Source: an optimization exercise on an open RTL-to-GDS flow (aim: small area and a short achievable clock period). Production flows keep margins and buffers that such runs may drop.
In this exercise RTL edits were held to simulation tests only and were not proved equivalent to the original.
Power is estimated from default activity; no workload was simulated.

`flow/config.mk`:
```
export PLATFORM = sky130hd
export DESIGN_NAME = executeStage
export DESIGN_NICKNAME = executeStage
export VERILOG_FILES = /design/flow/design.v
export SDC_FILE = /design/flow/constraint.sdc
export NUM_CORES = 4
export LEC_CHECK = 0
export CAP_MARGIN = 20
export CORE_MARGIN = 2
export CORE_UTILIZATION = 40
export PLACE_DENSITY = 0.75
export SLEW_MARGIN = 20
```
`flow/constraint.sdc`:
```
create_clock -name core_clock -period 7.2 [get_ports {clk_i}]
set_input_delay 1.4400 -clock core_clock [delete_from_list [all_inputs] [get_ports {clk_i}]]
set_output_delay 1.4400 -clock core_clock [all_outputs]
set_load 0.01 [all_outputs]
```
`flow/design.v`:
```
package y86Pkg;
    localparam int WORD_W = 64;                              
    localparam logic [3:0] REG_NONE = 4'hF;                  
    localparam logic [WORD_W-1:0] STACK_STEP = 64'd8;        
    localparam int ZF_BIT = 2;
    localparam int SF_BIT = 1;
    localparam int OF_BIT = 0;
    localparam logic [2:0] CC_RESET = 3'b100;                
    typedef enum logic [3:0] {
        HALT   = 4'h0,
        NOP    = 4'h1,
        CMOVXX = 4'h2,                                       
        IRMOVQ = 4'h3,
        RMMOVQ = 4'h4,
        MRMOVQ = 4'h5,
        OPQ    = 4'h6,
        JXX    = 4'h7,
        CALL   = 4'h8,
        RET    = 4'h9,
        PUSHQ  = 4'hA,
        POPQ   = 4'hB
    } icodeE;
    typedef enum logic [3:0] {
        ADD = 4'h0,
        SUB = 4'h1,
        AND = 4'h2,
        XOR = 4'h3
    } aluFunE;
    typedef enum logic [3:0] {
        YES = 4'h0,
        LE  = 4'h1,
        L   = 4'h2,
        E   = 4'h3,
        NE  = 4'h4,
        GE  = 4'h5,
        G   = 4'h6
    } condE;
    typedef enum logic [2:0] {
        BUBBLE = 3'd0,
        OK     = 3'd1,
        STALL  = 3'd4
    } statE;
endpackage
`timescale 1ns/1ps
module executeRegister (
    input  logic                         clk_i,
    input  logic                         rst_n_i,
    input  logic                         stall_i,
    input  logic                         bubble_i,
    input  logic [3:0]                   icode_i,
    input  logic [3:0]                   ifun_i,
    input  logic [2:0]                   stat_i,
    input  logic [y86Pkg::WORD_W-1:0]    valA_i,
    input  logic [y86Pkg::WORD_W-1:0]    valB_i,
    input  logic [y86Pkg::WORD_W-1:0]    valC_i,
    input  logic [3:0]                   dstE_i,
    input  logic [3:0]                   dstM_i,
    output logic                         bubble_o,
    output logic [3:0]                   icode_o,
    output logic [2:0]                   cfun_o,      
    output logic                         setCc_o,
    output logic [2:0]                   stat_o,
    output logic [y86Pkg::WORD_W-1:0]    valA_o,
    output logic [y86Pkg::WORD_W-1:1]    opX_o,
    output logic [y86Pkg::WORD_W-1:1]    opY_o,
    output logic                         sum0_o,      
    output logic                         carry1_o,    
    output logic                         noCarry_o,
    output logic [3:0]                   dstE_o,
    output logic [3:0]                   dstM_o
);
    localparam int W = y86Pkg::WORD_W;
    logic kill;
    logic load;
    assign kill = !rst_n_i || bubble_i;
    assign load = !rst_n_i || !stall_i;
    logic isOpq, isCmov, isIrmov, isMem, isPush, isPop, isJxx;
    assign isOpq   = (icode_i == y86Pkg::OPQ);
    assign isCmov  = (icode_i == y86Pkg::CMOVXX);
    assign isIrmov = (icode_i == y86Pkg::IRMOVQ);
    assign isMem   = (icode_i == y86Pkg::RMMOVQ) || (icode_i == y86Pkg::MRMOVQ);
    assign isPush  = (icode_i == y86Pkg::CALL)   || (icode_i == y86Pkg::PUSHQ);
    assign isPop   = (icode_i == y86Pkg::RET)    || (icode_i == y86Pkg::POPQ);
    assign isJxx   = (icode_i == y86Pkg::JXX);
    logic opAdd, opSub, opAnd, opXor;
    assign opAdd = isOpq && (ifun_i == 4'h0);
    assign opSub = isOpq && (ifun_i == 4'h1);
    assign opAnd = isOpq && (ifun_i == 4'h2);
    assign opXor = isOpq && (ifun_i == 4'h3);
    logic xB;
    assign xB = opAdd || opSub || opAnd || opXor || isMem || isPush || isPop;
    logic yA, yNA, yNAB, yC, yM8, yP8;
    assign yA   = opAdd || opXor || isCmov;
    assign yNA  = opSub;
    assign yNAB = opAnd;
    assign yC   = isIrmov || isMem;
    assign yM8  = isPush;
    assign yP8  = isPop;
    logic [W-1:0] xNext, yNext;
    assign xNext = {W{xB}} & valB_i;
    assign yNext = ({W{yA}}   & valA_i)
                 | ({W{yNA}}  & ~valA_i)
                 | ({W{yNAB}} & (~valA_i & valB_i))
                 | ({W{yC}}   & valC_i)
                 | ({W{yM8}}  & (-y86Pkg::STACK_STEP))
                 | ({W{yP8}}  & y86Pkg::STACK_STEP);
    logic sum0Next, carry1Next;
    assign sum0Next   = xNext[0] ^ (yNA ? valA_i[0] : yNext[0]);
    assign carry1Next = yNA ? (valB_i[0] | ~valA_i[0]) : (xNext[0] & yNext[0]);
    logic [2:0] cfunNext;
    assign cfunNext = ((isJxx || isCmov) && (ifun_i < 4'd7)) ? ifun_i[2:0] : 3'd7;
    always_ff @(posedge clk_i) begin
        if (load) begin
            bubble_o <= kill;
            setCc_o  <= !kill && isOpq;
            icode_o  <= icode_i;
            stat_o   <= stat_i;
            dstE_o   <= dstE_i;
            dstM_o   <= dstM_i;
            valA_o   <= valA_i;
            cfun_o   <= cfunNext;
            opX_o    <= xNext[W-1:1];
            opY_o    <= yNext[W-1:1];
            sum0_o   <= sum0Next;
            carry1_o <= carry1Next;
            noCarry_o <= opAnd || opXor;
        end
    end
endmodule
`timescale 1ns/1ps
module aluUnit (
    input  logic [y86Pkg::WORD_W-1:1]    opX_i,
    input  logic [y86Pkg::WORD_W-1:1]    opY_i,
    input  logic                         sum0_i,
    input  logic                         carry1_i,
    input  logic                         noCarry_i,
    output logic [y86Pkg::WORD_W-1:0]    valE_o
);
    logic [63:1] gen;
    logic [63:1] prop;
    logic [63:1] carry;
    assign gen  = opX_i & opY_i;
    assign prop = opX_i ^ opY_i;
    logic gn1, pn1;
    logic gn2, pn2;
    logic gn3, pn3;
    logic gn4, pn4;
    logic gn5, pn5;
    logic gn6, pn6;
    logic gn7, pn7;
    logic gn8, pn8;
    logic gn9, pn9;
    logic gn10, pn10;
    logic gn11, pn11;
    logic gn12, pn12;
    logic gn13, pn13;
    logic gn14, pn14;
    logic gn15, pn15;
    logic gn16, pn16;
    logic gn17, pn17;
    logic gn18, pn18;
    logic gn19, pn19;
    logic gn20, pn20;
    logic gn21, pn21;
    logic gn22, pn22;
    logic gn23, pn23;
    logic gn24, pn24;
    logic gn25, pn25;
    logic gn26, pn26;
    logic gn27, pn27;
    logic gn28, pn28;
    logic gn29, pn29;
    logic gn30, pn30;
    logic gn31, pn31;
    logic gn32, pn32;
    logic gn33, pn33;
    logic gn34, pn34;
    logic gn35, pn35;
    logic gn36, pn36;
    logic gn37, pn37;
    logic gn38, pn38;
    logic gn39, pn39;
    logic gn40, pn40;
    logic gn41, pn41;
    logic gn42, pn42;
    logic gn43, pn43;
    logic gn44, pn44;
    logic gn45, pn45;
    logic gn46, pn46;
    logic gn47, pn47;
    logic gn48, pn48;
    logic gn49, pn49;
    logic gn50, pn50;
    logic gn51, pn51;
    logic gn52, pn52;
    logic gn53, pn53;
    logic gn54, pn54;
    logic gn55, pn55;
    logic gn56, pn56;
    logic gn57, pn57;
    logic gn58, pn58;
    logic gn59, pn59;
    logic gn60, pn60;
    logic gn61, pn61;
    logic gn62, pn62;
    logic gn63, pn63;
    logic gn64, pn64;
    logic gn65, pn65;
    logic gn66, pn66;
    logic gn67, pn67;
    logic gn68, pn68;
    logic gn69, pn69;
    logic gn70, pn70;
    logic gn71, pn71;
    logic gn72, pn72;
    logic gn73, pn73;
    logic gn74, pn74;
    logic gn75, pn75;
    logic gn76, pn76;
    logic gn77, pn77;
    logic gn78, pn78;
    logic gn79, pn79;
    logic gn80, pn80;
    logic gn81, pn81;
    logic gn82, pn82;
    logic gn83, pn83;
    logic gn84, pn84;
    logic gn85, pn85;
    logic gn86, pn86;
    logic gn87, pn87;
    logic gn88, pn88;
    logic gn89, pn89;
    logic gn90, pn90;
    logic gn91, pn91;
    logic gn92, pn92;
    logic gn93, pn93;
    logic gn94, pn94;
    logic gn95, pn95;
    logic gn96, pn96;
    logic gn97, pn97;
    logic gn98, pn98;
    logic gn99, pn99;
    logic gn100, pn100;
    logic gn101, pn101;
    logic gn102, pn102;
    logic gn103, pn103;
    logic gn104, pn104;
    logic gn105, pn105;
    logic gn106, pn106;
    logic gn107, pn107;
    logic gn108, pn108;
    logic gn109, pn109;
    logic gn110, pn110;
    logic gn111, pn111;
    logic gn112, pn112;
    logic gn113, pn113;
    logic gn114, pn114;
    logic gn115, pn115;
    logic gn116, pn116;
    logic gn117, pn117;
    logic gn118, pn118;
    logic gn119, pn119;
    logic gn120, pn120;
    logic gn121, pn121;
    logic gn122, pn122;
    logic gn123, pn123;
    logic gn124, pn124;
    logic gn125, pn125;
    logic gn126, pn126;
    logic gn127, pn127;
    logic gn128, pn128;
    logic gn129, pn129;
    logic gn130, pn130;
    logic gn131, pn131;
    logic gn132, pn132;
    logic gn133, pn133;
    logic gn134, pn134;
    logic gn135, pn135;
    logic gn136, pn136;
    logic gn137, pn137;
    logic gn138, pn138;
    logic gn139, pn139;
    logic gn140, pn140;
    logic gn141, pn141;
    logic gn142, pn142;
    logic gn143, pn143;
    logic gn144, pn144;
    logic gn145, pn145;
    logic gn146, pn146;
    logic gn147, pn147;
    logic gn148, pn148;
    logic gn149, pn149;
    logic gn150, pn150;
    logic gn151, pn151;
    logic gn152, pn152;
    logic gn153, pn153;
    logic gn154, pn154;
    logic gn155, pn155;
    logic gn156, pn156;
    logic gn157, pn157;
    logic gn158, pn158;
    logic gn159, pn159;
    logic gn160, pn160;
    logic gn161, pn161;
    logic gn162, pn162;
    logic gn163, pn163;
    logic gn164, pn164;
    logic gn165, pn165;
    logic gn166, pn166;
    logic gn167, pn167;
    logic gn168, pn168;
    logic gn169, pn169;
    logic gn170, pn170;
    logic gn171, pn171;
    logic gn172, pn172;
    logic gn173, pn173;
    logic gn174, pn174;
    logic gn175, pn175;
    logic gn176, pn176;
    logic gn177, pn177;
    logic gn178, pn178;
    logic gn179, pn179;
    logic gn180, pn180;
    logic gn181, pn181;
    logic gn182, pn182;
    logic gn183, pn183;
    logic gn184, pn184;
    logic gn185, pn185;
    logic gn186, pn186;
    logic gn187, pn187;
    logic gn188, pn188;
    logic gn189, pn189;
    logic gn190, pn190;
    logic gn191, pn191;
    logic gn192, pn192;
    assign gn1 = gen[1] | (prop[1] & carry1_i);
    assign gn2 = gen[3] | (prop[3] & gen[2]);
    assign pn2 = prop[3] & prop[2];
    assign gn3 = gen[5] | (prop[5] & gen[4]);
    assign pn3 = prop[5] & prop[4];
    assign gn4 = gen[7] | (prop[7] & gen[6]);
    assign pn4 = prop[7] & prop[6];
    assign gn5 = gen[9] | (prop[9] & gen[8]);
    assign pn5 = prop[9] & prop[8];
    assign gn6 = gen[11] | (prop[11] & gen[10]);
    assign pn6 = prop[11] & prop[10];
    assign gn7 = gen[13] | (prop[13] & gen[12]);
    assign pn7 = prop[13] & prop[12];
    assign gn8 = gen[15] | (prop[15] & gen[14]);
    assign pn8 = prop[15] & prop[14];
    assign gn9 = gen[17] | (prop[17] & gen[16]);
    assign pn9 = prop[17] & prop[16];
    assign gn10 = gen[19] | (prop[19] & gen[18]);
    assign pn10 = prop[19] & prop[18];
    assign gn11 = gen[21] | (prop[21] & gen[20]);
    assign pn11 = prop[21] & prop[20];
    assign gn12 = gen[23] | (prop[23] & gen[22]);
    assign pn12 = prop[23] & prop[22];
    assign gn13 = gen[25] | (prop[25] & gen[24]);
    assign pn13 = prop[25] & prop[24];
    assign gn14 = gen[27] | (prop[27] & gen[26]);
    assign pn14 = prop[27] & prop[26];
    assign gn15 = gen[29] | (prop[29] & gen[28]);
    assign pn15 = prop[29] & prop[28];
    assign gn16 = gen[31] | (prop[31] & gen[30]);
    assign pn16 = prop[31] & prop[30];
    assign gn17 = gen[33] | (prop[33] & gen[32]);
    assign pn17 = prop[33] & prop[32];
    assign gn18 = gen[35] | (prop[35] & gen[34]);
    assign pn18 = prop[35] & prop[34];
    assign gn19 = gen[37] | (prop[37] & gen[36]);
    assign pn19 = prop[37] & prop[36];
    assign gn20 = gen[39] | (prop[39] & gen[38]);
    assign pn20 = prop[39] & prop[38];
    assign gn21 = gen[41] | (prop[41] & gen[40]);
    assign pn21 = prop[41] & prop[40];
    assign gn22 = gen[43] | (prop[43] & gen[42]);
    assign pn22 = prop[43] & prop[42];
    assign gn23 = gen[45] | (prop[45] & gen[44]);
    assign pn23 = prop[45] & prop[44];
    assign gn24 = gen[47] | (prop[47] & gen[46]);
    assign pn24 = prop[47] & prop[46];
    assign gn25 = gen[49] | (prop[49] & gen[48]);
    assign pn25 = prop[49] & prop[48];
    assign gn26 = gen[51] | (prop[51] & gen[50]);
    assign pn26 = prop[51] & prop[50];
    assign gn27 = gen[53] | (prop[53] & gen[52]);
    assign pn27 = prop[53] & prop[52];
    assign gn28 = gen[55] | (prop[55] & gen[54]);
    assign pn28 = prop[55] & prop[54];
    assign gn29 = gen[57] | (prop[57] & gen[56]);
    assign pn29 = prop[57] & prop[56];
    assign gn30 = gen[59] | (prop[59] & gen[58]);
    assign pn30 = prop[59] & prop[58];
    assign gn31 = gen[61] | (prop[61] & gen[60]);
    assign pn31 = prop[61] & prop[60];
    assign gn32 = gen[63] | (prop[63] & gen[62]);
    assign pn32 = prop[63] & prop[62];
    assign gn33 = gen[2] | (prop[2] & gn1);
    assign gn34 = gn2 | (pn2 & gn1);
    assign gn35 = gen[6] | (prop[6] & gn3);
    assign pn35 = prop[6] & pn3;
    assign gn36 = gn4 | (pn4 & gn3);
    assign pn36 = pn4 & pn3;
    assign gn37 = gen[10] | (prop[10] & gn5);
    assign pn37 = prop[10] & pn5;
    assign gn38 = gn6 | (pn6 & gn5);
    assign pn38 = pn6 & pn5;
    assign gn39 = gen[14] | (prop[14] & gn7);
    assign pn39 = prop[14] & pn7;
    assign gn40 = gn8 | (pn8 & gn7);
    assign pn40 = pn8 & pn7;
    assign gn41 = gen[18] | (prop[18] & gn9);
    assign pn41 = prop[18] & pn9;
    assign gn42 = gn10 | (pn10 & gn9);
    assign pn42 = pn10 & pn9;
    assign gn43 = gen[22] | (prop[22] & gn11);
    assign pn43 = prop[22] & pn11;
    assign gn44 = gn12 | (pn12 & gn11);
    assign pn44 = pn12 & pn11;
    assign gn45 = gen[26] | (prop[26] & gn13);
    assign pn45 = prop[26] & pn13;
    assign gn46 = gn14 | (pn14 & gn13);
    assign pn46 = pn14 & pn13;
    assign gn47 = gen[30] | (prop[30] & gn15);
    assign pn47 = prop[30] & pn15;
    assign gn48 = gn16 | (pn16 & gn15);
    assign pn48 = pn16 & pn15;
    assign gn49 = gen[34] | (prop[34] & gn17);
    assign pn49 = prop[34] & pn17;
    assign gn50 = gn18 | (pn18 & gn17);
    assign pn50 = pn18 & pn17;
    assign gn51 = gen[38] | (prop[38] & gn19);
    assign pn51 = prop[38] & pn19;
    assign gn52 = gn20 | (pn20 & gn19);
    assign pn52 = pn20 & pn19;
    assign gn53 = gen[42] | (prop[42] & gn21);
    assign pn53 = prop[42] & pn21;
    assign gn54 = gn22 | (pn22 & gn21);
    assign pn54 = pn22 & pn21;
    assign gn55 = gen[46] | (prop[46] & gn23);
    assign pn55 = prop[46] & pn23;
    assign gn56 = gn24 | (pn24 & gn23);
    assign pn56 = pn24 & pn23;
    assign gn57 = gen[50] | (prop[50] & gn25);
    assign pn57 = prop[50] & pn25;
    assign gn58 = gn26 | (pn26 & gn25);
    assign pn58 = pn26 & pn25;
    assign gn59 = gen[54] | (prop[54] & gn27);
    assign pn59 = prop[54] & pn27;
    assign gn60 = gn28 | (pn28 & gn27);
    assign pn60 = pn28 & pn27;
    assign gn61 = gen[58] | (prop[58] & gn29);
    assign pn61 = prop[58] & pn29;
    assign gn62 = gn30 | (pn30 & gn29);
    assign pn62 = pn30 & pn29;
    assign gn63 = gen[62] | (prop[62] & gn31);
    assign pn63 = prop[62] & pn31;
    assign gn64 = gn32 | (pn32 & gn31);
    assign pn64 = pn32 & pn31;
    assign gn65 = gen[4] | (prop[4] & gn34);
    assign gn66 = gn3 | (pn3 & gn34);
    assign gn67 = gn35 | (pn35 & gn34);
    assign gn68 = gn36 | (pn36 & gn34);
    assign gn69 = gen[12] | (prop[12] & gn38);
    assign pn69 = prop[12] & pn38;
    assign gn70 = gn7 | (pn7 & gn38);
    assign pn70 = pn7 & pn38;
    assign gn71 = gn39 | (pn39 & gn38);
    assign pn71 = pn39 & pn38;
    assign gn72 = gn40 | (pn40 & gn38);
    assign pn72 = pn40 & pn38;
    assign gn73 = gen[20] | (prop[20] & gn42);
    assign pn73 = prop[20] & pn42;
    assign gn74 = gn11 | (pn11 & gn42);
    assign pn74 = pn11 & pn42;
    assign gn75 = gn43 | (pn43 & gn42);
    assign pn75 = pn43 & pn42;
    assign gn76 = gn44 | (pn44 & gn42);
    assign pn76 = pn44 & pn42;
    assign gn77 = gen[28] | (prop[28] & gn46);
    assign pn77 = prop[28] & pn46;
    assign gn78 = gn15 | (pn15 & gn46);
    assign pn78 = pn15 & pn46;
    assign gn79 = gn47 | (pn47 & gn46);
    assign pn79 = pn47 & pn46;
    assign gn80 = gn48 | (pn48 & gn46);
    assign pn80 = pn48 & pn46;
    assign gn81 = gen[36] | (prop[36] & gn50);
    assign pn81 = prop[36] & pn50;
    assign gn82 = gn19 | (pn19 & gn50);
    assign pn82 = pn19 & pn50;
    assign gn83 = gn51 | (pn51 & gn50);
    assign pn83 = pn51 & pn50;
    assign gn84 = gn52 | (pn52 & gn50);
    assign pn84 = pn52 & pn50;
    assign gn85 = gen[44] | (prop[44] & gn54);
    assign pn85 = prop[44] & pn54;
    assign gn86 = gn23 | (pn23 & gn54);
    assign pn86 = pn23 & pn54;
    assign gn87 = gn55 | (pn55 & gn54);
    assign pn87 = pn55 & pn54;
    assign gn88 = gn56 | (pn56 & gn54);
    assign pn88 = pn56 & pn54;
    assign gn89 = gen[52] | (prop[52] & gn58);
    assign pn89 = prop[52] & pn58;
    assign gn90 = gn27 | (pn27 & gn58);
    assign pn90 = pn27 & pn58;
    assign gn91 = gn59 | (pn59 & gn58);
    assign pn91 = pn59 & pn58;
    assign gn92 = gn60 | (pn60 & gn58);
    assign pn92 = pn60 & pn58;
    assign gn93 = gen[60] | (prop[60] & gn62);
    assign pn93 = prop[60] & pn62;
    assign gn94 = gn31 | (pn31 & gn62);
    assign pn94 = pn31 & pn62;
    assign gn95 = gn63 | (pn63 & gn62);
    assign pn95 = pn63 & pn62;
    assign gn96 = gn64 | (pn64 & gn62);
    assign pn96 = pn64 & pn62;
    assign gn97 = gen[8] | (prop[8] & gn68);
    assign gn98 = gn5 | (pn5 & gn68);
    assign gn99 = gn37 | (pn37 & gn68);
    assign gn100 = gn38 | (pn38 & gn68);
    assign gn101 = gn69 | (pn69 & gn68);
    assign gn102 = gn70 | (pn70 & gn68);
    assign gn103 = gn71 | (pn71 & gn68);
    assign gn104 = gn72 | (pn72 & gn68);
    assign gn105 = gen[24] | (prop[24] & gn76);
    assign pn105 = prop[24] & pn76;
    assign gn106 = gn13 | (pn13 & gn76);
    assign pn106 = pn13 & pn76;
    assign gn107 = gn45 | (pn45 & gn76);
    assign pn107 = pn45 & pn76;
    assign gn108 = gn46 | (pn46 & gn76);
    assign pn108 = pn46 & pn76;
    assign gn109 = gn77 | (pn77 & gn76);
    assign pn109 = pn77 & pn76;
    assign gn110 = gn78 | (pn78 & gn76);
    assign pn110 = pn78 & pn76;
    assign gn111 = gn79 | (pn79 & gn76);
    assign pn111 = pn79 & pn76;
    assign gn112 = gn80 | (pn80 & gn76);
    assign pn112 = pn80 & pn76;
    assign gn113 = gen[40] | (prop[40] & gn84);
    assign pn113 = prop[40] & pn84;
    assign gn114 = gn21 | (pn21 & gn84);
    assign pn114 = pn21 & pn84;
    assign gn115 = gn53 | (pn53 & gn84);
    assign pn115 = pn53 & pn84;
    assign gn116 = gn54 | (pn54 & gn84);
    assign pn116 = pn54 & pn84;
    assign gn117 = gn85 | (pn85 & gn84);
    assign pn117 = pn85 & pn84;
    assign gn118 = gn86 | (pn86 & gn84);
    assign pn118 = pn86 & pn84;
    assign gn119 = gn87 | (pn87 & gn84);
    assign pn119 = pn87 & pn84;
    assign gn120 = gn88 | (pn88 & gn84);
    assign pn120 = pn88 & pn84;
    assign gn121 = gen[56] | (prop[56] & gn92);
    assign pn121 = prop[56] & pn92;
    assign gn122 = gn29 | (pn29 & gn92);
    assign pn122 = pn29 & pn92;
    assign gn123 = gn61 | (pn61 & gn92);
    assign pn123 = pn61 & pn92;
    assign gn124 = gn62 | (pn62 & gn92);
    assign pn124 = pn62 & pn92;
    assign gn125 = gn93 | (pn93 & gn92);
    assign pn125 = pn93 & pn92;
    assign gn126 = gn94 | (pn94 & gn92);
    assign pn126 = pn94 & pn92;
    assign gn127 = gn95 | (pn95 & gn92);
    assign pn127 = pn95 & pn92;
    assign gn128 = gn96 | (pn96 & gn92);
    assign pn128 = pn96 & pn92;
    assign gn129 = gen[16] | (prop[16] & gn104);
    assign gn130 = gn9 | (pn9 & gn104);
    assign gn131 = gn41 | (pn41 & gn104);
    assign gn132 = gn42 | (pn42 & gn104);
    assign gn133 = gn73 | (pn73 & gn104);
    assign gn134 = gn74 | (pn74 & gn104);
    assign gn135 = gn75 | (pn75 & gn104);
    assign gn136 = gn76 | (pn76 & gn104);
    assign gn137 = gn105 | (pn105 & gn104);
    assign gn138 = gn106 | (pn106 & gn104);
    assign gn139 = gn107 | (pn107 & gn104);
    assign gn140 = gn108 | (pn108 & gn104);
    assign gn141 = gn109 | (pn109 & gn104);
    assign gn142 = gn110 | (pn110 & gn104);
    assign gn143 = gn111 | (pn111 & gn104);
    assign gn144 = gn112 | (pn112 & gn104);
    assign gn145 = gen[48] | (prop[48] & gn120);
    assign pn145 = prop[48] & pn120;
    assign gn146 = gn25 | (pn25 & gn120);
    assign pn146 = pn25 & pn120;
    assign gn147 = gn57 | (pn57 & gn120);
    assign pn147 = pn57 & pn120;
    assign gn148 = gn58 | (pn58 & gn120);
    assign pn148 = pn58 & pn120;
    assign gn149 = gn89 | (pn89 & gn120);
    assign pn149 = pn89 & pn120;
    assign gn150 = gn90 | (pn90 & gn120);
    assign pn150 = pn90 & pn120;
    assign gn151 = gn91 | (pn91 & gn120);
    assign pn151 = pn91 & pn120;
    assign gn152 = gn92 | (pn92 & gn120);
    assign pn152 = pn92 & pn120;
    assign gn153 = gn121 | (pn121 & gn120);
    assign pn153 = pn121 & pn120;
    assign gn154 = gn122 | (pn122 & gn120);
    assign pn154 = pn122 & pn120;
    assign gn155 = gn123 | (pn123 & gn120);
    assign pn155 = pn123 & pn120;
    assign gn156 = gn124 | (pn124 & gn120);
    assign pn156 = pn124 & pn120;
    assign gn157 = gn125 | (pn125 & gn120);
    assign pn157 = pn125 & pn120;
    assign gn158 = gn126 | (pn126 & gn120);
    assign pn158 = pn126 & pn120;
    assign gn159 = gn127 | (pn127 & gn120);
    assign pn159 = pn127 & pn120;
    assign gn160 = gn128 | (pn128 & gn120);
    assign pn160 = pn128 & pn120;
    assign gn161 = gen[32] | (prop[32] & gn144);
    assign gn162 = gn17 | (pn17 & gn144);
    assign gn163 = gn49 | (pn49 & gn144);
    assign gn164 = gn50 | (pn50 & gn144);
    assign gn165 = gn81 | (pn81 & gn144);
    assign gn166 = gn82 | (pn82 & gn144);
    assign gn167 = gn83 | (pn83 & gn144);
    assign gn168 = gn84 | (pn84 & gn144);
    assign gn169 = gn113 | (pn113 & gn144);
    assign gn170 = gn114 | (pn114 & gn144);
    assign gn171 = gn115 | (pn115 & gn144);
    assign gn172 = gn116 | (pn116 & gn144);
    assign gn173 = gn117 | (pn117 & gn144);
    assign gn174 = gn118 | (pn118 & gn144);
    assign gn175 = gn119 | (pn119 & gn144);
    assign gn176 = gn120 | (pn120 & gn144);
    assign gn177 = gn145 | (pn145 & gn144);
    assign gn178 = gn146 | (pn146 & gn144);
    assign gn179 = gn147 | (pn147 & gn144);
    assign gn180 = gn148 | (pn148 & gn144);
    assign gn181 = gn149 | (pn149 & gn144);
    assign gn182 = gn150 | (pn150 & gn144);
    assign gn183 = gn151 | (pn151 & gn144);
    assign gn184 = gn152 | (pn152 & gn144);
    assign gn185 = gn153 | (pn153 & gn144);
    assign gn186 = gn154 | (pn154 & gn144);
    assign gn187 = gn155 | (pn155 & gn144);
    assign gn188 = gn156 | (pn156 & gn144);
    assign gn189 = gn157 | (pn157 & gn144);
    assign gn190 = gn158 | (pn158 & gn144);
    assign gn191 = gn159 | (pn159 & gn144);
    assign gn192 = gn160 | (pn160 & gn144);
    assign carry = {gn191, gn190, gn189, gn188, gn187, gn186, gn185, gn184, gn183, gn182, gn181, gn180, gn179, gn178, gn177, gn176, gn175, gn174, gn173, gn172, gn171, gn170, gn169, gn168, gn167, gn166, gn165, gn164, gn163, gn162, gn161, gn144, gn143, gn142, gn141, gn140, gn139, gn138, gn137, gn136, gn135, gn134, gn133, gn132, gn131, gn130, gn129, gn104, gn103, gn102, gn101, gn100, gn99, gn98, gn97, gn68, gn67, gn66, gn65, gn34, gn33, gn1, carry1_i};
    assign valE_o = {prop ^ (carry & {63{!noCarry_i}}), sum0_i};
endmodule
`timescale 1ns/1ps
module condUnit (
    input  logic                         clk_i,
    input  logic                         rst_n_i,
    input  logic                         stall_i,
    input  logic                         setCc_i,      
    input  logic                         xSign_i,      
    input  logic                         ySign_i,      
    input  logic                         noCarry_i,    
    input  logic [y86Pkg::WORD_W-1:0]    mValE_i,      
    input  logic [2:0]                   cfun_i,
    output logic                         cnd_o
);
    localparam int MSB = y86Pkg::WORD_W - 1;
    logic [2:0] ccSaved;
    logic       fromM;         
    logic       mSignSame;     
    logic       mXSign;        
    logic [2:0] cc;
    logic       zf;
    logic       sf;
    logic       of;
    assign zf = fromM ? (mValE_i == '0) : ccSaved[y86Pkg::ZF_BIT];
    assign sf = fromM ? mValE_i[MSB]    : ccSaved[y86Pkg::SF_BIT];
    assign of = fromM ? (mSignSame && (mValE_i[MSB] != mXSign)) : ccSaved[y86Pkg::OF_BIT];
    always_comb begin
        cc = '0;
        cc[y86Pkg::ZF_BIT] = zf;
        cc[y86Pkg::SF_BIT] = sf;
        cc[y86Pkg::OF_BIT] = of;
    end
    always_ff @(posedge clk_i) begin
        if (!rst_n_i) begin
            ccSaved <= y86Pkg::CC_RESET;
            fromM   <= 1'b0;
        end else begin
            ccSaved <= cc;
            fromM   <= setCc_i && !stall_i;
        end
    end
    always_ff @(posedge clk_i) begin
        mSignSame <= (xSign_i == ySign_i) && !noCarry_i;
        mXSign    <= xSign_i;
    end
    always_comb begin
        case (cfun_i)
            3'd0:    cnd_o = 1'b1;
            3'd1:    cnd_o = (sf ^ of) | zf;
            3'd2:    cnd_o = sf ^ of;
            3'd3:    cnd_o = zf;
            3'd4:    cnd_o = !zf;
            3'd5:    cnd_o = !(sf ^ of);
            3'd6:    cnd_o = !(sf ^ of) && !zf;
            default: cnd_o = 1'b0;
        endcase
    end
endmodule
`timescale 1ns/1ps
module memoryRegister (
    input  logic                         clk_i,
    input  logic                         rst_n_i,
    input  logic                         stall_i,
    input  logic                         bubble_i,    
    input  logic [3:0]                   icode_i,
    input  logic [2:0]                   stat_i,
    input  logic [y86Pkg::WORD_W-1:0]    valE_i,
    input  logic [y86Pkg::WORD_W-1:0]    valA_i,
    input  logic [3:0]                   dstE_i,
    input  logic [3:0]                   dstM_i,
    input  logic                         cnd_i,
    output logic [3:0]                   icode_o,
    output logic [2:0]                   stat_o,
    output logic [y86Pkg::WORD_W-1:0]    valE_o,
    output logic [y86Pkg::WORD_W-1:0]    valA_o,
    output logic [3:0]                   dstE_o,
    output logic [3:0]                   dstM_o,
    output logic                         cnd_o
);
    logic [3:0] dstESel;
    assign dstESel = (icode_i == y86Pkg::CMOVXX && !cnd_i) ? y86Pkg::REG_NONE : dstE_i;
    always_ff @(posedge clk_i) begin
        if (!rst_n_i || stall_i || bubble_i) begin       
            icode_o <= y86Pkg::NOP;
            stat_o  <= y86Pkg::BUBBLE;
            valE_o  <= '0;
            valA_o  <= '0;
            dstE_o  <= y86Pkg::REG_NONE;
            dstM_o  <= y86Pkg::REG_NONE;
            cnd_o   <= 1'b0;
        end else begin
            icode_o <= icode_i;
            stat_o  <= stat_i;
            valE_o  <= valE_i;
            valA_o  <= valA_i;
            dstE_o  <= dstESel;
            dstM_o  <= dstM_i;
            cnd_o   <= cnd_i;
        end
    end
endmodule
`timescale 1ns/1ps
module executeStage (
    input  logic                         clk_i,
    input  logic                         rst_n_i,
    input  logic                         stall_i,
    input  logic                         bubble_i,
    input  logic [3:0]                   icode_i,
    input  logic [3:0]                   ifun_i,
    input  logic [2:0]                   stat_i,
    input  logic [y86Pkg::WORD_W-1:0]    valA_i,
    input  logic [y86Pkg::WORD_W-1:0]    valB_i,
    input  logic [y86Pkg::WORD_W-1:0]    valC_i,
    input  logic [3:0]                   dstE_i,
    input  logic [3:0]                   dstM_i,
    input  logic [3:0]                   srcA_i,      
    input  logic [3:0]                   srcB_i,
    output logic [3:0]                   icode_o,
    output logic [2:0]                   stat_o,
    output logic [y86Pkg::WORD_W-1:0]    valE_o,
    output logic [y86Pkg::WORD_W-1:0]    valA_o,
    output logic [3:0]                   dstE_o,
    output logic [3:0]                   dstM_o,
    output logic                         cnd_o
);
    logic                      eBubble;
    logic [3:0]                eIcode;
    logic [2:0]                eCfun;
    logic                      eSetCc;
    logic [2:0]                eStat;
    logic [y86Pkg::WORD_W-1:0] eValA;
    logic [y86Pkg::WORD_W-1:1] eOpX;
    logic [y86Pkg::WORD_W-1:1] eOpY;
    logic                      eSum0;
    logic                      eCarry1;
    logic                      eNoCarry;
    logic [3:0]                eDstE;
    logic [3:0]                eDstM;
    logic [y86Pkg::WORD_W-1:0] aluValE;
    logic                      eCnd;
    executeRegister u_executeRegister (
        .clk_i   (clk_i),   .rst_n_i (rst_n_i), .stall_i (stall_i), .bubble_i (bubble_i),
        .icode_i (icode_i), .ifun_i  (ifun_i),  .stat_i  (stat_i),
        .valA_i  (valA_i),  .valB_i  (valB_i),  .valC_i  (valC_i),
        .dstE_i  (dstE_i),  .dstM_i  (dstM_i),
        .bubble_o (eBubble),
        .icode_o (eIcode),  .cfun_o  (eCfun),   .setCc_o (eSetCc), .stat_o (eStat),
        .valA_o  (eValA),   .opX_o   (eOpX),    .opY_o   (eOpY),   .sum0_o (eSum0), .carry1_o (eCarry1),
        .noCarry_o (eNoCarry),
        .dstE_o  (eDstE),   .dstM_o  (eDstM)
    );
    aluUnit u_aluUnit (
        .opX_i  (eOpX),    .opY_i   (eOpY),    .sum0_i (eSum0), .carry1_i (eCarry1), .noCarry_i (eNoCarry),
        .valE_o (aluValE)
    );
    condUnit u_condUnit (
        .clk_i   (clk_i),  .rst_n_i (rst_n_i), .stall_i (stall_i),
        .setCc_i (eSetCc), .xSign_i (eOpX[y86Pkg::WORD_W-1]), .ySign_i (eOpY[y86Pkg::WORD_W-1]),
        .noCarry_i (eNoCarry),
        .mValE_i (valE_o), .cfun_i (eCfun), .cnd_o (eCnd)
    );
    memoryRegister u_memoryRegister (
        .clk_i   (clk_i),   .rst_n_i (rst_n_i), .stall_i (stall_i), .bubble_i (eBubble),
        .icode_i (eIcode),  .stat_i  (eStat),   .valE_i  (aluValE), .valA_i (eValA),
        .dstE_i  (eDstE),   .dstM_i  (eDstM),   .cnd_i   (eCnd),
        .icode_o (icode_o), .stat_o  (stat_o),  .valE_o  (valE_o),  .valA_o (valA_o),
        .dstE_o  (dstE_o),  .dstM_o  (dstM_o),  .cnd_o   (cnd_o)
    );
endmodule
```
`flow/flow/run.sh`:
```
#!/bin/bash
set -euo pipefail
export BUFFER_PORTS_ARGS="-buffer_cell sky130_fd_sc_hd__buf_1"
export CTS_BUF_LIST="sky130_fd_sc_hd__clkbuf_8 sky130_fd_sc_hd__clkbuf_16"
export CTS_CLUSTER_SIZE=24
export CTS_CLUSTER_DIAMETER=100
export SETUP_SLACK_MARGIN=4.2
bash standard.sh finish > make_finish.log 2>&1
```
`flow/standard.sh`:
```
#!/bin/bash
# synth_recipe.tcl (not shown) runs the flow's synth.tcl, then flattens the netlist and writes it again
# the make line also repeats each setting of config.mk as NAME=value (left out here)
make -C /OpenROAD-flow-scripts/flow DESIGN_CONFIG=/design/flow/config.mk WORK_HOME=/design/flow/orfs CLKGATE_MAP_FILE= SYNTH_SCRIPT=/design/flow/synth_recipe.tcl "${@:-finish}"
```
==> run summary, run 1 <==
R2R Path Start u_executeRegister.opY_o[41]; sequential power share 54.3%; gr usage total 21.6%; worst r2r path cells 10; worst path bufs/invs 1; largest net degree at the start of global routing 97; Initial Util between 40% and 50%; Post-synth EDFFs 213; IO Port Bufs around 360; Tcrit/Tclk final 41.5%; post-synth top area cell edfxtp_1; CTS Buf Count 19; Final ANT Viol Nets 0; Area Overhead vs Synth 18.8%; fillers between 3,000 and 4,000; Max-slew headroom between 40% and 50%; library cells used by synthesis 84; Critical Path Source u_executeRegister.opY_o[41]; crit-path max cell delay 450 ps; CP Class flop to flop; min-delay worst type flop to flop; dpl hpwl 30,400 µm; Data arrival, critical path ~3400 ps; NumNets Final 1,966; Sw Share 27.3%; routability cong. between 0.8 and 0.9; unrepaired setup endpoints after global routing yes; core area 0.0387 mm²; H-Tree Depth 1; layout cells sized above 1 under 10%; full die area 0.0409 mm²; number of DRC markers in iteration 0 856; Reg-to-Reg End u_memoryRegister.valE_o[51]; register area share after synthesis 59.8%; Clock Tree Root clkbuf_16; Cell Area, Synth 0.0157 mm²; average size of a mapped cell 11.8 µm²; GRT overflow 0; clock latency (worst-skew pair) 540 ps; internal power 3.25 mW; vias per cell 5.52; Switch Pwr 1.22 mW; initial antenna violation count 5; r2r setup slk 4210 ps; setup violators final 0; Crit path max-delay family compound AO/OA/AOI/OAI gates; Cells after DPL 2,154; Layout Skew 16.5 ps; DR WL/cell about 21 µm; WHS 400 ps; Routed WL about 46,000 µm; Worst Setup Start Kind flop; total negative slack 0 ps; Post-Syn Nets about 1,600; outcome complete, no violations; critical path's slowest cell o41ai_4; clk sinks 363; max frequency 0.335 GHz; Async SR Flop Fraction 0%; Crit Path Max Fanout 5; # IOs 367; Max Cap Viol 0; clock share of power ~28%; vias in the first global route 12,066; Final Hold Viols 0; first-pass GRT wire length 68,400 µm; WP data required about 7600 ps; # DRC 0; dominant synthesized flop cell edfxtp_1; CTS tree yes; clock slew at reported path FFs ~100 ps; Least-Margin Pin Slew about 870 ps; Finished Layout Cells 2,211; critical path depth 10; PD cells 239 mW/mm²; Synth Register Bits 363; Worst setup EP type flop; die width 202 µm; top post-synthesis cells by area edfxtp_1, dfxtp_1, ha_1; Die Ht ~200 µm; row count 72; Vias 12,213; Max Root-Sink Buffers 3; VDD IR max 207 µV; # hold bufs at CTS 0; Yosys top cell area share about two fifths; Syn. warnings 3; fin. max-slew vios 0; Gate power share 18.2%; Lkg Pwr 6.69 nW; Tmin final ~3000 ps; Cells after Synth between 1,000 and 1,500; drt first pass iters 5; critical path, cell by cell ha_4 -> a21o_1 -> a221o_1 -> o41ai_4 -> o32ai_4 -> buf_12 -> a211oi_4 -> o32ai_1 -> xnor2_1 -> nor2_1; CP Capture Point u_memoryRegister.valE_o[51]
-- synth_stat cells (all sizes together) (7+ instances only) --
cell type,n
a211oi,7
a21o,12
a21oi,108
a221oi,62
a22oi,8
a31oi,8
and2,79
and3,10
and4,7
buf,11
clkbuf,55
dfxtp,150
edfxtp,213
ha,62
inv,28
mux2i,7
nand2,49
nand2b,13
nand3,19
nand4,10
nor2,82
nor2b,71
nor3,8
nor4,16
o21ai,87
o32ai,8
or3,8
xnor2,37
xor2,17
-- logic make-up (layout without fill, tap and decap cells) --
| kind of cell | count (synthesis) | count (layout) | synth area share [%] |
|---|---|---|---|
| AOI/OAI and AO/OA | 355 | 356 | 15.5 |
| buffers and inverters | 94 | 451 | 2.31 |
| DFF | 363 | 363 | 59.8 |
| and+or+nand+nor | 394 | 397 | 13.9 |
| adders and majority gates | 63 | 63 | 5.00 |
| muxes | 7 | 7 | 0.446 |
| xor gates and xnor gates | 54 | 54 | 3.01 |
| other | 0 | 2 | 0 |
-- metrics by stage --
step	setup slack, ps	utilization [%]	power [mW]	area, µm²
after floorplan	4170	-	2.96	15700
after global placement	2900	45.5	3.19	17600
after detailed placement	2820	45.5	3.23	17600
after CTS	4200	47.6	4.47	18400
after global routing	4130	48.2	4.66	18700
final	4210	48.2	4.47	18700
-- power groups by stage --
stage                     clock network [mW]  registers [mW]  logic (mW)
after floorplan                            0            2.47       0.495
after global placement                     0            2.47       0.726
after detailed placement                   0            2.48       0.751
after CTS                               1.26            2.43       0.775
after global routing                    1.33            2.44       0.890
final                                   1.23            2.43       0.812
-- metal layers --
layer / wire length [µm] / track usage (%) / vias up
li1: - / - / 5655
met1: 19700 / 28.9 / 5901
met2: 21100 / 34.8 / 549
met3: 3840 / 5.01 / 104
met4: 1480 / 7.04 / 4
met5: 26 / 0 / -
-- state kept, by name, indices dropped and copies added (netlist names), 63 cells and up --
name / cells
u_executeRegister.opX_o: 63
u_memoryRegister.valE_o: 64
u_executeRegister.opY_o: 63
u_memoryRegister.valA_o: 64
u_executeRegister.valA_o: 64
-- area by class of cell --
type,count,area (µm²),area share [%]
multi-input cells,877,6250,33.5
well taps,518,648,3.47
clock inverters,12,105,0.563
inverters,28,105,0.563
repair buffers,392,1680,8.98
flip-flops and latches,363,9400,50.3
clock buffers,19,475,2.55
diodes,2,5.00,0.0268
-- worst reg2reg max path: cells and delay by family, from the launching register on --
family / cells / cell delay [ps]
and+or+nand+nor: 1 / 90
xor gates and xnor gates: 1 / 290
buffers and inverters: 1 / 160
DFF: 1 / 430
AOI/OAI and AO/OA: 6 / 1600
adders and majority gates: 1 / 270
-- cell usage in the layout, fill, tap and decap left out, types with 8 or more instances in the layout --
master | Yosys | layout
buf_1 | 8 | 354
edfxtp_1 | 213 | 213
dfxtp_1 | 150 | 150
a21oi_1 | 105 | 100
o21ai_0 | 85 | 82
nor2_1 | 80 | 79
and2_1 | 79 | 77
nor2b_1 | 70 | 67
a221oi_1 | 62 | 62
ha_1 | 62 | 58
nand2_1 | 49 | 48
inv_1 | 28 | 36
xnor2_1 | 37 | 36
buf_4 | 0 | 24
nand3_1 | 19 | 19
clkbuf_16 | 0 | 19
xor2_1 | 17 | 17
nor4_1 | 16 | 16
nand2b_1 | 13 | 13
a21o_1 | 11 | 11
and3_1 | 10 | 10
nand4_1 | 10 | 10
a22oi_1 | 8 | 8
a31oi_1 | 8 | 8
or3_1 | 8 | 8
-- timing repair --
action / CTS / global route
pin swaps: 5 / 11
gates resized for setup: 24 / 35
setup endpoints to repair: 119 / 97
gates cloned: 4 / 0
setup buffers: 14 / 6
-- worst min-delay path by stage --
stage	from	to	slack (ps)	cells after the start
4_1_cts	u_executeRegister.opX_o[63]	u_condUnit.mXSign	400	0
3_5_place_dp	u_executeRegister.opX_o[63]	u_condUnit.mXSign	380	0
2_1_floorplan	u_executeRegister.opX_o[63]	u_condUnit.mXSign	370	0
3_3_place_gp	u_executeRegister.opX_o[63]	u_condUnit.mXSign	370	0
5_1_grt	u_executeRegister.opX_o[63]	u_condUnit.mXSign	420	0
6_report	u_executeRegister.opX_o[63]	u_condUnit.mXSign	400	0
==> run 2: changes to the inputs <==
--- a/flow/config.mk
+++ b/flow/config.mk
@@ -8,5 +8,5 @@
 export CAP_MARGIN = 20
 export CORE_MARGIN = 2
 export CORE_UTILIZATION = 40
-export PLACE_DENSITY = 0.75
+export GPL_ROUTABILITY_DRIVEN = 0
 export SLEW_MARGIN = 20
==> run 2 against run 1 <==
  * Still clean on timing, DRC and antenna
  * Power decreased by 1.6%
  * Critical path depth increased by 1
  * Global-route usage shrank 1.4 points
  * Count of clock-buffer cells in the layout is the same
  * Area after synthesis did not move
  * Cell count about the same
  * Critical path type is now primary input to flop
==> run summary, run 2 <==
outcome complete, no violations (unchanged); post-synth top area cell edfxtp_1 (unchanged); # DRC 0 (unchanged); clk sinks 363 (unchanged); Max Cap Viol 0 (unchanged); clock share of power 27.0% (was 27.5%); unrepaired setup endpoints after global routing yes (unchanged); # IOs 367 (unchanged); dominant synthesized flop cell edfxtp_1 (unchanged); Final ANT Viol Nets 0 (unchanged); Final Hold Viols 0 (unchanged); CTS Buf Count 19 (unchanged); VDD IR max 193 µV (was 207 µV); Cells after DPL 2,153 (was 2,154); total negative slack 0 ps (unchanged); # hold bufs at CTS 0 (unchanged); IO Port Bufs 358 (unchanged); critical path, cell by cell buf_2 -> nand4bb_4 -> nor3_4 -> buf_4 -> nand2_1 -> o41ai_4 -> buf_12 -> nand2_1 -> o211ai_1 -> nand2_1 -> xor2_1 (was ha_4 -> a21o_1 -> a221o_1 -> o41ai_4 -> o32ai_4 -> buf_12 -> a211oi_4 -> o32ai_1 -> xnor2_1 -> nor2_1); top post-synthesis cells by area edfxtp_1, dfxtp_1, ha_1 (unchanged); commonest non-fill, non-tap cell in the layout buf_1 (unchanged); register area share after synthesis 59.8% (unchanged); layout cells sized above 1 6.51% (was 7.04%); Tmin final 2890 ps (was 2990 ps); Tcrit/Tclk final 40.2% (was 41.5%); GRT overflow 0 (unchanged); setup violators final 0 (unchanged); NumNets Final 1,963 (was 1,966); Yosys top cell area share 40.7% (unchanged); dpl hpwl 29,000 µm (was 30,400 µm); Sw Share 27.0% (was 27.3%); Cell Area, Synth 0.0157 mm² (unchanged); internal power 3.21 mW (was 3.25 mW); largest registers u_executeRegister.valA_o (64), u_memoryRegister.valA_o (64), u_memoryRegister.valE_o (64) (unchanged); DR WL/cell 19.7 µm (was 20.9 µm); crit-path max cell delay 350 ps (was 450 ps); Crit Path Max Fanout 64 (was 5); Cells after Synth 1,330 (unchanged); Async SR Flop Fraction 0% (unchanged); CTS tree yes (unchanged); Data arrival, critical path 3190 ps (was 3380 ps); Synth Register Bits 363 (unchanged); Crit path max-delay family buffers and inverters (was compound AO/OA/AOI/OAI gates); leading cell types in the layout, fill and taps excluded buf_1, edfxtp_1, dfxtp_1, a21oi_1 (was buf_1, edfxtp_1, dfxtp_1, a21oi_1, o21ai_0); Area Overhead vs Synth 18.6% (was 18.8%); core area 0.0387 mm² (unchanged); Max-slew headroom 34.3% (was 41.6%); Switch Pwr 1.19 mW (was 1.22 mW); average size of a mapped cell 11.8 µm² (unchanged); Gate power share 17.9% (was 18.2%); drt first pass iters 5 (unchanged); Die Ht 202 µm (unchanged); fin util 48.1% (was 48.2%); Initial Util 40.6% (unchanged); row count 72 (unchanged); Synth top cells by count edfxtp_1, dfxtp_1, a21oi_1, o21ai_0, nor2_1 (unchanged); initial antenna violation count 4 (was 5); Lkg Pwr 6.70 nW (was 6.69 nW); clock latency (worst-skew pair) 530 ps (was 540 ps); full die area 0.0409 mm² (unchanged); fin. max-slew vios 0 (unchanged); worst path bufs/invs 3 (was 1); Syn. warnings 3 (unchanged); min-delay worst type flop to flop (unchanged); WP data required 7490 ps (was 7590 ps); largest net degree at the start of global routing 113 (was 97); Vias 11,835 (was 12,213); Worst setup EP type flop (unchanged); sequential power share 55.1% (was 54.3%); Worst Setup Start Kind primary input (was flop); most numerous cell in the Yosys netlist edfxtp_1 (unchanged); CP Class primary input to flop (was flop to flop); critical path's slowest cell buf_12 (was o41ai_4); Clock Tree Root clkbuf_16 (unchanged); Least-Margin Pin Slew 985 ps (was 872 ps); PD cells 236 mW/mm² (was 239 mW/mm²); library cells used by synthesis 84 (unchanged); Layout Skew 27.5 ps (was 16.5 ps); Max Root-Sink Buffers 3 (unchanged); vias per cell 5.36 (was 5.52); max frequency 0.346 GHz (was 0.335 GHz); most frequent CP cell nand2_1; Post-synth EDFFs 213 (unchanged); first-pass GRT wire length 64,600 µm (was 68,400 µm); number of DRC markers in iteration 0 802 (was 856); vias in the first global route 11,243 (was 12,066); Routed WL 43,500 µm (was 46,100 µm); die width 202 µm (unchanged); Finished Layout Cells 2,209 (was 2,211); H-Tree Depth 1 (unchanged); Post-Syn Nets 1,615 (unchanged); clock slew at reported path FFs 100 ps (about the same); gr usage total 20.2% (was 21.6%)
run 2: cell counts after synthesis:
Identical to the previous run, type by type.
run 2: repair_timing:
item	in CTS	in global routing
hold endpoints to repair	0	0
pin swaps	3	7
endpoints found under the setup margin	93	76
gates cloned	3	2
buffers inserted	10	7
gates resized for setup	25	31
run 2: final timing paths:
kind                                    start                           to  slack [ps]  cells after the start
setup reg to reg  u_executeRegister.opX_o[13]  u_memoryRegister.valE_o[55]        4310                      9
hold / removal    u_executeRegister.opX_o[63]            u_condUnit.mXSign         400                      0
setup / recovery                   icode_i[0]     u_executeRegister.sum0_o        4310                     11
hold reg to reg   u_executeRegister.opX_o[63]            u_condUnit.mXSign         400                      0
run 2: cell type report:
type / instances / area (µm²)
clock inverter: 14 / 91.3
fill: 3589 / 20100
inverter: 28 / 105
timing repair buffer: 389 / 1690
sequential: 363 / 9400
multi-input combinational: 877 / 6220
clock buffer: 19 / 475
tap: 518 / 648
antenna: 1 / 2.50
run 2: layer usage:
metal | global-route usage, % | vias up | part of all wire, %
li1 | - | 5648 | -
met1 | 27.9 | 5733 | 44
met2 | 33.1 | 401 | 46
met3 | 4.14 | 51 | 7.5
met4 | 3.94 | 2 | 1.9
met5 | 0 | - | 0.028
run 2: power by group through the flow:
stage	combinational (mW)	clock, mW	sequential (mW)
2_1_floorplan	0.495	0	2.47
3_3_place_gp	0.734	0	2.47
3_5_place_dp	0.747	0	2.47
4_1_cts	0.765	1.23	2.42
5_1_grt	0.874	1.29	2.44
6_report	0.787	1.19	2.42
run 2: cells by family after synthesis:
logic type	share of synthesized area, %
AOI/OAI and AO/OA	15.5
xor gates and xnor gates	3.01
adders and majority gates	5.00
buffers and inverters	2.31
DFF	59.8
muxes	0.446
and+or+nand+nor	13.9
run 2: worst register-to-register path, cell delays in order, from the launching register on:
cell      delay [ps]
edfxtp_1         380
ha_1             360
a21o_1           180
a211o_1          330
a32oi_2          350
o21ai_4          230
a211oi_4         390
buf_4            180
nor4_1            40
or3_1            360
run 2: per-stage QoR:
| step | hold WS, ps | setup slack [ps] | total power [mW] | instance area (µm²) |
|---|---|---|---|---|
| after floorplan | 367 | 4170 | 2.96 | 15700 |
| after global placement | 374 | 2690 | 3.20 | 17600 |
| after detailed placement | 385 | 2640 | 3.22 | 17600 |
| after CTS | 407 | 4110 | 4.42 | 18400 |
| after global routing | 412 | 4160 | 4.61 | 18600 |
| final | 403 | 4310 | 4.40 | 18600 |
==> run 3: changes to the inputs <==
==> flow/flow/run.sh (replaced) <==
#!/bin/bash
set -euo pipefail
export BUFFER_PORTS_ARGS="-buffer_cell sky130_fd_sc_hd__buf_1"
export CTS_BUF_LIST="sky130_fd_sc_hd__clkbuf_8 sky130_fd_sc_hd__clkbuf_16"
export CTS_CLUSTER_SIZE=24
export CTS_CLUSTER_DIAMETER=100
export SETUP_SLACK_MARGIN=4.3
bash standard.sh finish > make_finish.log 2>&1
--- a/flow/config.mk
+++ b/flow/config.mk
@@ -8,5 +8,4 @@
 export CAP_MARGIN = 20
 export CORE_MARGIN = 2
 export CORE_UTILIZATION = 40
-export GPL_ROUTABILITY_DRIVEN = 0
 export SLEW_MARGIN = 20
==> run 3 against run 2 <==
  * Routed wire length increased by 2.0%
  * Power about the same
  * Synthesized cell count is the same
  * Combinational power increased by 3.6%
  * Still clean
  * Worst hold slack better by 8.5 ps
  * Sequential power about the same
  * Area after synthesis stayed put
  * Cell count is 0.32% higher
  * Setup slack worse by 62 ps
==> run summary, run 3 <==
outcome complete, no violations (unchanged); layout cells sized above 1 7.84% (was 6.51%); min-delay worst type flop to flop (unchanged); Tcrit/Tclk final 41.0% (was 40.2%); GRT overflow 0 (unchanged); Gate power share 18.5% (was 17.9%); Sw Share 27.5% (was 27.0%); post-synth top area cell edfxtp_1 (unchanged); clock latency (worst-skew pair) 530 ps (about the same); DR WL/cell 20.0 µm (was 19.7 µm); critical path, cell by cell buf_4 -> nand4bb_4 -> nor3_4 -> and2_4 -> nor2b_4 -> buf_8 -> a21oi_1 -> o21ai_0 (was buf_2 -> nand4bb_4 -> nor3_4 -> buf_4 -> nand2_1 -> o41ai_4 -> buf_12 -> nand2_1 -> o211ai_1 -> nand2_1 -> xor2_1); dominant synthesized flop cell edfxtp_1 (unchanged); largest registers u_executeRegister.valA_o (64), u_memoryRegister.valA_o (64), u_memoryRegister.valE_o (64) (unchanged); Max-slew headroom 39.3% (was 34.3%); Clock Tree Root clkbuf_16 (unchanged); Final ANT Viol Nets 0 (unchanged); sequential power share 55.2% (was 55.1%); commonest non-fill, non-tap cell in the layout buf_1 (unchanged); clk sinks 363 (unchanged); average size of a mapped cell 11.8 µm² (unchanged); clock share of power 26.3% (was 27.0%); total negative slack 0 ps (unchanged); worst path bufs/invs 2 (was 3); fin. max-slew vios 0 (unchanged); Crit Path Max Fanout 34 (was 64); Cell Area, Synth 0.0157 mm² (unchanged); critical path's slowest cell buf_8 (was buf_12); Tmin final 2950 ps (was 2890 ps); # IOs 367 (unchanged); setup violators final 0 (unchanged); Data arrival, critical path 3280 ps (was 3190 ps); die width 202 µm (unchanged); leading cell types in the layout, fill and taps excluded buf_1, edfxtp_1, dfxtp_1, a21oi_1, o21ai_0 (was buf_1, edfxtp_1, dfxtp_1, a21oi_1); PD cells 234 mW/mm² (was 236 mW/mm²); Cells after Synth 1,330 (unchanged); Syn. warnings 3 (unchanged); CTS Buf Count 19 (unchanged); dpl hpwl 29,400 µm (was 29,000 µm); Worst Setup Start Kind primary input (unchanged); Least-Margin Pin Slew 911 ps (was 985 ps); routability cong. 0.842; VDD IR max 181 µV (was 193 µV); Worst setup EP type flop (unchanged); most numerous cell in the Yosys netlist edfxtp_1 (unchanged); full die area 0.0409 mm² (unchanged); row count 72 (unchanged); WHS 411 ps (was 403 ps); # DRC 0 (unchanged); H-Tree Depth 1 (unchanged); CP Class primary input to flop (unchanged); Vias 11,948 (was 11,835); WP data required 7520 ps (was 7490 ps); core area 0.0387 mm² (unchanged); Final Hold Viols 0 (unchanged); Yosys top cell area share 40.7% (unchanged); Post-synth EDFFs 213 (unchanged); crit-path max cell delay 300 ps (was 350 ps); final worst slack 4250 ps (was 4310 ps); Place WS 2620 ps (was 2640 ps); clock slew at reported path FFs 100 ps (about the same); Crit path max-delay family simple AND/OR/NAND/NOR gates (was buffers and inverters); overall power 4.40 mW (about the same); Max Cap Viol 0 (unchanged); Async SR Flop Fraction 0% (unchanged); unrepaired setup endpoints after global routing yes (unchanged); Max Root-Sink Buffers 3 (unchanged); Area Overhead vs Synth 19.6% (was 18.6%); vias per cell 5.39 (was 5.36); IO Port Bufs 358 (unchanged); Layout Skew 21.2 ps (was 27.5 ps); CTS tree yes (unchanged); drt first pass iters 5 (unchanged); library cells used by synthesis 84 (unchanged); register area share after synthesis 59.8% (unchanged); Switch Pwr 1.21 mW (was 1.19 mW); Die Ht 202 µm (unchanged); Lkg Pwr 6.72 nW (was 6.70 nW); Post-Syn Nets 1,615 (unchanged); vias in the first global route 11,575 (was 11,243); number of DRC markers in iteration 0 818 (was 802); Synth Register Bits 363 (unchanged); top post-synthesis cells by area edfxtp_1, dfxtp_1, ha_1 (unchanged); initial antenna violation count 3 (was 4); largest net degree at the start of global routing 109 (was 113); Initial Util 40.6% (unchanged); first-pass GRT wire length 66,000 µm (was 64,600 µm); max frequency 0.339 GHz (was 0.346 GHz); fin util 48.5% (was 48.1%); gr usage total 20.8% (was 20.2%); Synth top cells by count edfxtp_1, dfxtp_1, a21oi_1, o21ai_0, nor2_1 (unchanged); Routed WL 44,400 µm (was 43,500 µm); internal power 3.19 mW (was 3.21 mW); NumNets Final 1,971 (was 1,963)
[run 3: cell counts after synthesis]
No cell type changed its count.
[run 3: what timing repair did]
action | in CTS | in global routing
resized for setup | 29 | 48
cloned | 3 | 0
hold buffers | 0 | 0
pin swaps | 10 | 20
endpoints found under the setup margin | 81 | 98
buffers inserted | 13 | 14
[run 3: final timing paths]
check / end / start / slack [ps] / cells past startpoint
worst max register to register: u_memoryRegister.valE_o[54] / u_executeRegister.opY_o[41] / 4280 / 10
worst min register to register: u_condUnit.mXSign / u_executeRegister.opX_o[63] / 410 / 0
worst max-delay path: u_executeRegister.opY_o[63] / icode_i[3] / 4250 / 8
worst min-delay path: u_condUnit.mXSign / u_executeRegister.opX_o[63] / 410 / 0
[run 3: cell families after synthesis]
group                    Yosys count  synth area share [%]
AND/OR/NAND/NOR                  394                  13.9
flip-flops                       363                  59.8
AO/OA/AOI/OAI                    355                  15.5
buffers and inverters             94                  2.31
adder cells (fa/ha/maj)           63                  5.00
XOR/XNOR                          54                  3.01
multiplexers                       7                 0.446
[run 3: area by class of cell]
class                   count  area, µm²
diodes                      1       2.50
clock buffers              19        475
clock inverters            13       75.1
fillers                  3611      19900
inverters                  28        105
multi-input cells         876       6330
flip-flops and latches    363       9400
well taps                 518        648
repair buffers            398       1760
[run 3: per-stage QoR]
step | area [µm²] | cells
after global routing | 18800 | 2216
after global placement | 17600 | 2153
after floorplan | 15800 | 1330
after detailed placement | 17600 | 2153
final | 18800 | 2216
after CTS | 18400 | 2201
[run 3: power by group through the flow]
stage	sequential (mW)	combinational, mW	clock, mW
after global routing	2.45	0.899	1.27
after detailed placement	2.47	0.749	0
after global placement	2.47	0.735	0
after floorplan	2.47	0.496	0
after CTS	2.43	0.772	1.20
final	2.43	0.815	1.16
[run 3: per-layer routing]
| metal | part of all wire [%] | global-route usage (%) | vias up |
|---|---|---|---|
| met4 | 2.7 | 5.71 | 0 |
| met1 | 43 | 28.4 | 5759 |
| met2 | 46 | 33.1 | 462 |
| li1 | - | - | 5665 |
| met3 | 8.2 | 5.05 | 62 |
| met5 | 0 | 0 | - |
==> run 4: changes to the inputs <==
==> flow/flow/run.sh (replaced) <==
#!/bin/bash
set -euo pipefail
export BUFFER_PORTS_ARGS="-buffer_cell sky130_fd_sc_hd__buf_1"
export CTS_BUF_LIST="sky130_fd_sc_hd__clkbuf_8 sky130_fd_sc_hd__clkbuf_16"
export CTS_CLUSTER_SIZE=24
export CTS_CLUSTER_DIAMETER=100
export SETUP_SLACK_MARGIN=4.2
bash standard.sh finish > make_finish.log 2>&1
--- a/flow/config.mk
+++ b/flow/config.mk
@@ -5,7 +5,7 @@
 export SDC_FILE = /design/flow/constraint.sdc
 export NUM_CORES = 4
 export LEC_CHECK = 0
-export CAP_MARGIN = 20
+export CAP_MARGIN = 10
 export CORE_MARGIN = 2
 export CORE_UTILIZATION = 40
-export SLEW_MARGIN = 20
+export SLEW_MARGIN = 10
==> run 4 against run 3 <==
  * Still clean
  * Register-to-register slack gained 30 ps
  * Sequential share of layout area rose by 0.42 points
  * Count of clock-buffer cells in the layout stayed put
  * First-iteration DRC count is 2.0% lower
  * Area after synthesis stayed put
  * Global-route usage decreased by 0.58 points
  * Clock skew increased by 6.2 ps
  * Clock power about the same
  * Routed wire length shrank 1.9%
  * Power hardly changed
  * Cell count decreased by 0.32%
  * Critical path depth is 3 higher
==> run summary, run 4 <==
outcome complete, no violations (unchanged); full die area 0.0409 mm² (unchanged); largest registers u_executeRegister.valA_o (64), u_memoryRegister.valA_o (64), u_memoryRegister.valE_o (64) (unchanged); Initial Util 40.6% (unchanged); drt first pass iters 5 (unchanged); Cells after Synth 1,330 (unchanged); routability cong. 0.823 (was 0.842); Final ANT Viol Nets 0 (unchanged); Clock Tree Root clkbuf_16 (unchanged); Tmin final 2890 ps (was 2950 ps); Max Root-Sink Buffers 3 (unchanged); Data arrival, critical path 3190 ps (was 3280 ps); leading cell types in the layout, fill and taps excluded buf_1, edfxtp_1, dfxtp_1, a21oi_1 (was buf_1, edfxtp_1, dfxtp_1, a21oi_1, o21ai_0); Die Ht 202 µm (unchanged); Max Cap Viol 0 (unchanged); Post-synth EDFFs 213 (unchanged); post-synthesis simple-gate area fraction 13.9% (unchanged); CTS Buf Count 19 (unchanged); GRT overflow 0 (unchanged); first-pass GRT wire length 64,600 µm (was 66,000 µm); Worst Setup Start Kind primary input (unchanged); overall power 4.40 mW (about the same); Max-slew headroom 34.3% (was 39.3%); max frequency 0.346 GHz (was 0.339 GHz); min-delay worst type flop to flop (unchanged); IO Port Bufs 358 (unchanged); clk sinks 363 (unchanged); Synth Register Bits 363 (unchanged); dpl hpwl 29,000 µm (was 29,400 µm); layout cells sized above 1 6.51% (was 7.84%); Final Hold Viols 0 (unchanged); Compound-Gate Fraction of Synth Area 15.5% (unchanged); Async SR Flop Fraction 0% (unchanged); die width 202 µm (unchanged); clock slew at reported path FFs 100 ps (about the same); core area 0.0387 mm² (unchanged); Least-Margin Pin Slew 985 ps (was 911 ps); Cell Area, Synth 0.0157 mm² (unchanged); fillers 3,589 (was 3,611); largest family of logic cells by synthesized area compound AO/OA/AOI/OAI gates (unchanged); Storage cell area 0.00940 mm² (unchanged); Vias 11,835 (was 11,948); Layout Skew 27.5 ps (was 21.2 ps); commonest non-fill, non-tap cell in the layout buf_1 (unchanged); Syn. warnings 3 (unchanged); XOR/XNOR share of the synthesized area 3.01% (unchanged); DP Area 0.0176 mm² (unchanged); initial antenna violation count 4 (was 3); post-synth top area cell edfxtp_1 (unchanged); clock latency (worst-skew pair) 530 ps (about the same); area of the multi-input gates 0.00622 mm² (was 0.00633 mm²); Tcrit/Tclk final 40.2% (was 41.0%); Lkg Pwr 6.70 nW (was 6.72 nW); Crit Path Max Fanout 64 (was 34); gr usage total 20.2% (was 20.8%); Post-Syn Nets 1,615 (unchanged); CTS tree yes (unchanged); number of DRC markers in iteration 0 802 (was 818); # DRC 0 (unchanged); fin. max-slew vios 0 (unchanged); Area Overhead vs Synth 18.6% (was 19.6%); # IOs 367 (unchanged); vias per cell 5.36 (was 5.39); library cells used by synthesis 84 (unchanged); fraction of synthesized area in multiplexers 0.446% (unchanged); NumNets Final 1,963 (was 1,971); VDD IR max 193 µV (was 181 µV); WHS 403 ps (was 411 ps); vias in the first global route 11,243 (was 11,575); Routed WL 43,500 µm (was 44,400 µm); CP Class primary input to flop (unchanged); WP data required 7490 ps (was 7520 ps); Yosys top cell area share 40.7% (unchanged); average size of a mapped cell 11.8 µm² (unchanged); adder-cell share of the synthesized area 5.00% (unchanged); post-route design area 0.0186 mm² (was 0.0188 mm²); top post-synthesis cells by area edfxtp_1, dfxtp_1, ha_1 (unchanged); row count 72 (unchanged); most numerous cell in the Yosys netlist edfxtp_1 (unchanged); total negative slack 0 ps (unchanged); dominant synthesized flop cell edfxtp_1 (unchanged); PD cells 236 mW/mm² (was 234 mW/mm²); Worst setup EP type flop (unchanged); Synth top cells by count edfxtp_1, dfxtp_1, a21oi_1, o21ai_0, nor2_1 (unchanged); DR WL/cell 19.7 µm (was 20.0 µm); largest net degree at the start of global routing 113 (was 109); register area share after synthesis 59.8% (unchanged); H-Tree Depth 1 (unchanged); unrepaired setup endpoints after global routing yes (unchanged); setup violators final 0 (unchanged)
==> run 4: cell counts after synthesis <==
No cell type changed its count.
==> run 4: per-stage QoR <==
stage / setup WS, ps / utilization, % / std cells
after detailed placement: 2640 / 45.5 / 2153
after CTS: 4110 / 47.5 / 2199
after global routing: 4160 / 48.1 / 2208
after global placement: 2690 / 45.5 / 2153
after floorplan: 4170 / - / 1330
final: 4310 / 48.1 / 2209
==> run 4: kinds of logic after synthesis <==
group / Yosys count
compound gates: 355
flops: 363
fa+ha+maj: 63
buf+inv: 94
mux: 7
simple gates: 394
xor+xnor: 54
==> run 4: where the power goes <==
group / total [mW] / internal (mW) / switching, mW / leakage (nW)
Sequential: 2.42 / 2.37 / 0.0581 / 3.45
Combinational: 0.787 / 0.320 / 0.468 / 2.94
Clock: 1.19 / 0.527 / 0.659 / 0.319
==> run 4: path summary, 6_finish.rpt <==
path / startpoint / cells after the start / slack [ps] / to
setup / recovery: icode_i[0] / 11 / 4310 / u_executeRegister.sum0_o
setup reg to reg: u_executeRegister.opX_o[13] / 9 / 4310 / u_memoryRegister.valE_o[55]
hold reg to reg: u_executeRegister.opX_o[63] / 0 / 400 / u_condUnit.mXSign
hold / removal: u_executeRegister.opX_o[63] / 0 / 400 / u_condUnit.mXSign
==> run 4: worst max-delay path: stages <==
cell	delay [ps]
buf_2	200
nand4bb_4	260
nor3_4	180
buf_4	150
nand2_1	70
o41ai_4	70
buf_12	350
nand2_1	90
o211ai_1	120
nand2_1	100
xor2_1	150
==> run 4: routing by layer <==
metal	up-vias	GRT usage [%]	wire length, µm
li1	5648	-	-
met4	2	3.94	833
met1	5733	27.9	19300
met3	51	4.14	3250
met2	401	33.1	20200
met5	-	0	12
==> run 4: repair_timing <==
item,CTS,global route
setup endpoints to repair,93,76
pin swaps,3,7
buffers inserted,10,7
cloned,3,2
resized for setup,25,31
hold buffers,0,0
==> run 4: area by class of cell <==
cell class | count | share of cell area (%)
repair buffers | 389 | 9.07
diodes | 1 | 0.0134
multi-input cells | 877 | 33.4
well taps | 518 | 3.48
inverters | 28 | 0.564
flip-flops and latches | 363 | 50.4
clock inverters | 14 | 0.490
clock buffers | 19 | 2.55

## what the ideal ports hide
How much do the figures lean on ideal ports? The routed layouts below were timed once more, with nothing changed but the port constraints. Step 1: set_driving_cell puts a clkbuf_16 on clk_i and a buf_2 on each other input, an assumption about the parent block. Step 2 moves the port delays by t, midway between the first and last clock arrival at a register: inputs arrive t later, outputs are due t later. That takes back most of the time a late clock gives input paths. a / b / c = ideal ports / drivers / drivers and shift; a / b = the first two.
run | t, ns | setup slack, ns | latest minus earliest clock arrival (ns)
run 1 | 0.585 | 4.213 / 4.213 / 3.697 | 0.018 / 0.019
run 2 | 0.573 | 4.308 / 4.312 / 3.760 | 0.027 / 0.028
run 3 | 0.575 | 4.246 / 4.252 / 3.678 | 0.025 / 0.025
run 4 | 0.573 | 4.308 / 4.312 / 3.760 | 0.027 / 0.028
After both steps every run listed still meets setup and hold. The setup slack of run 3, which loses most, moves by +0.006 ns with the drivers and by -0.568 ns with both steps.
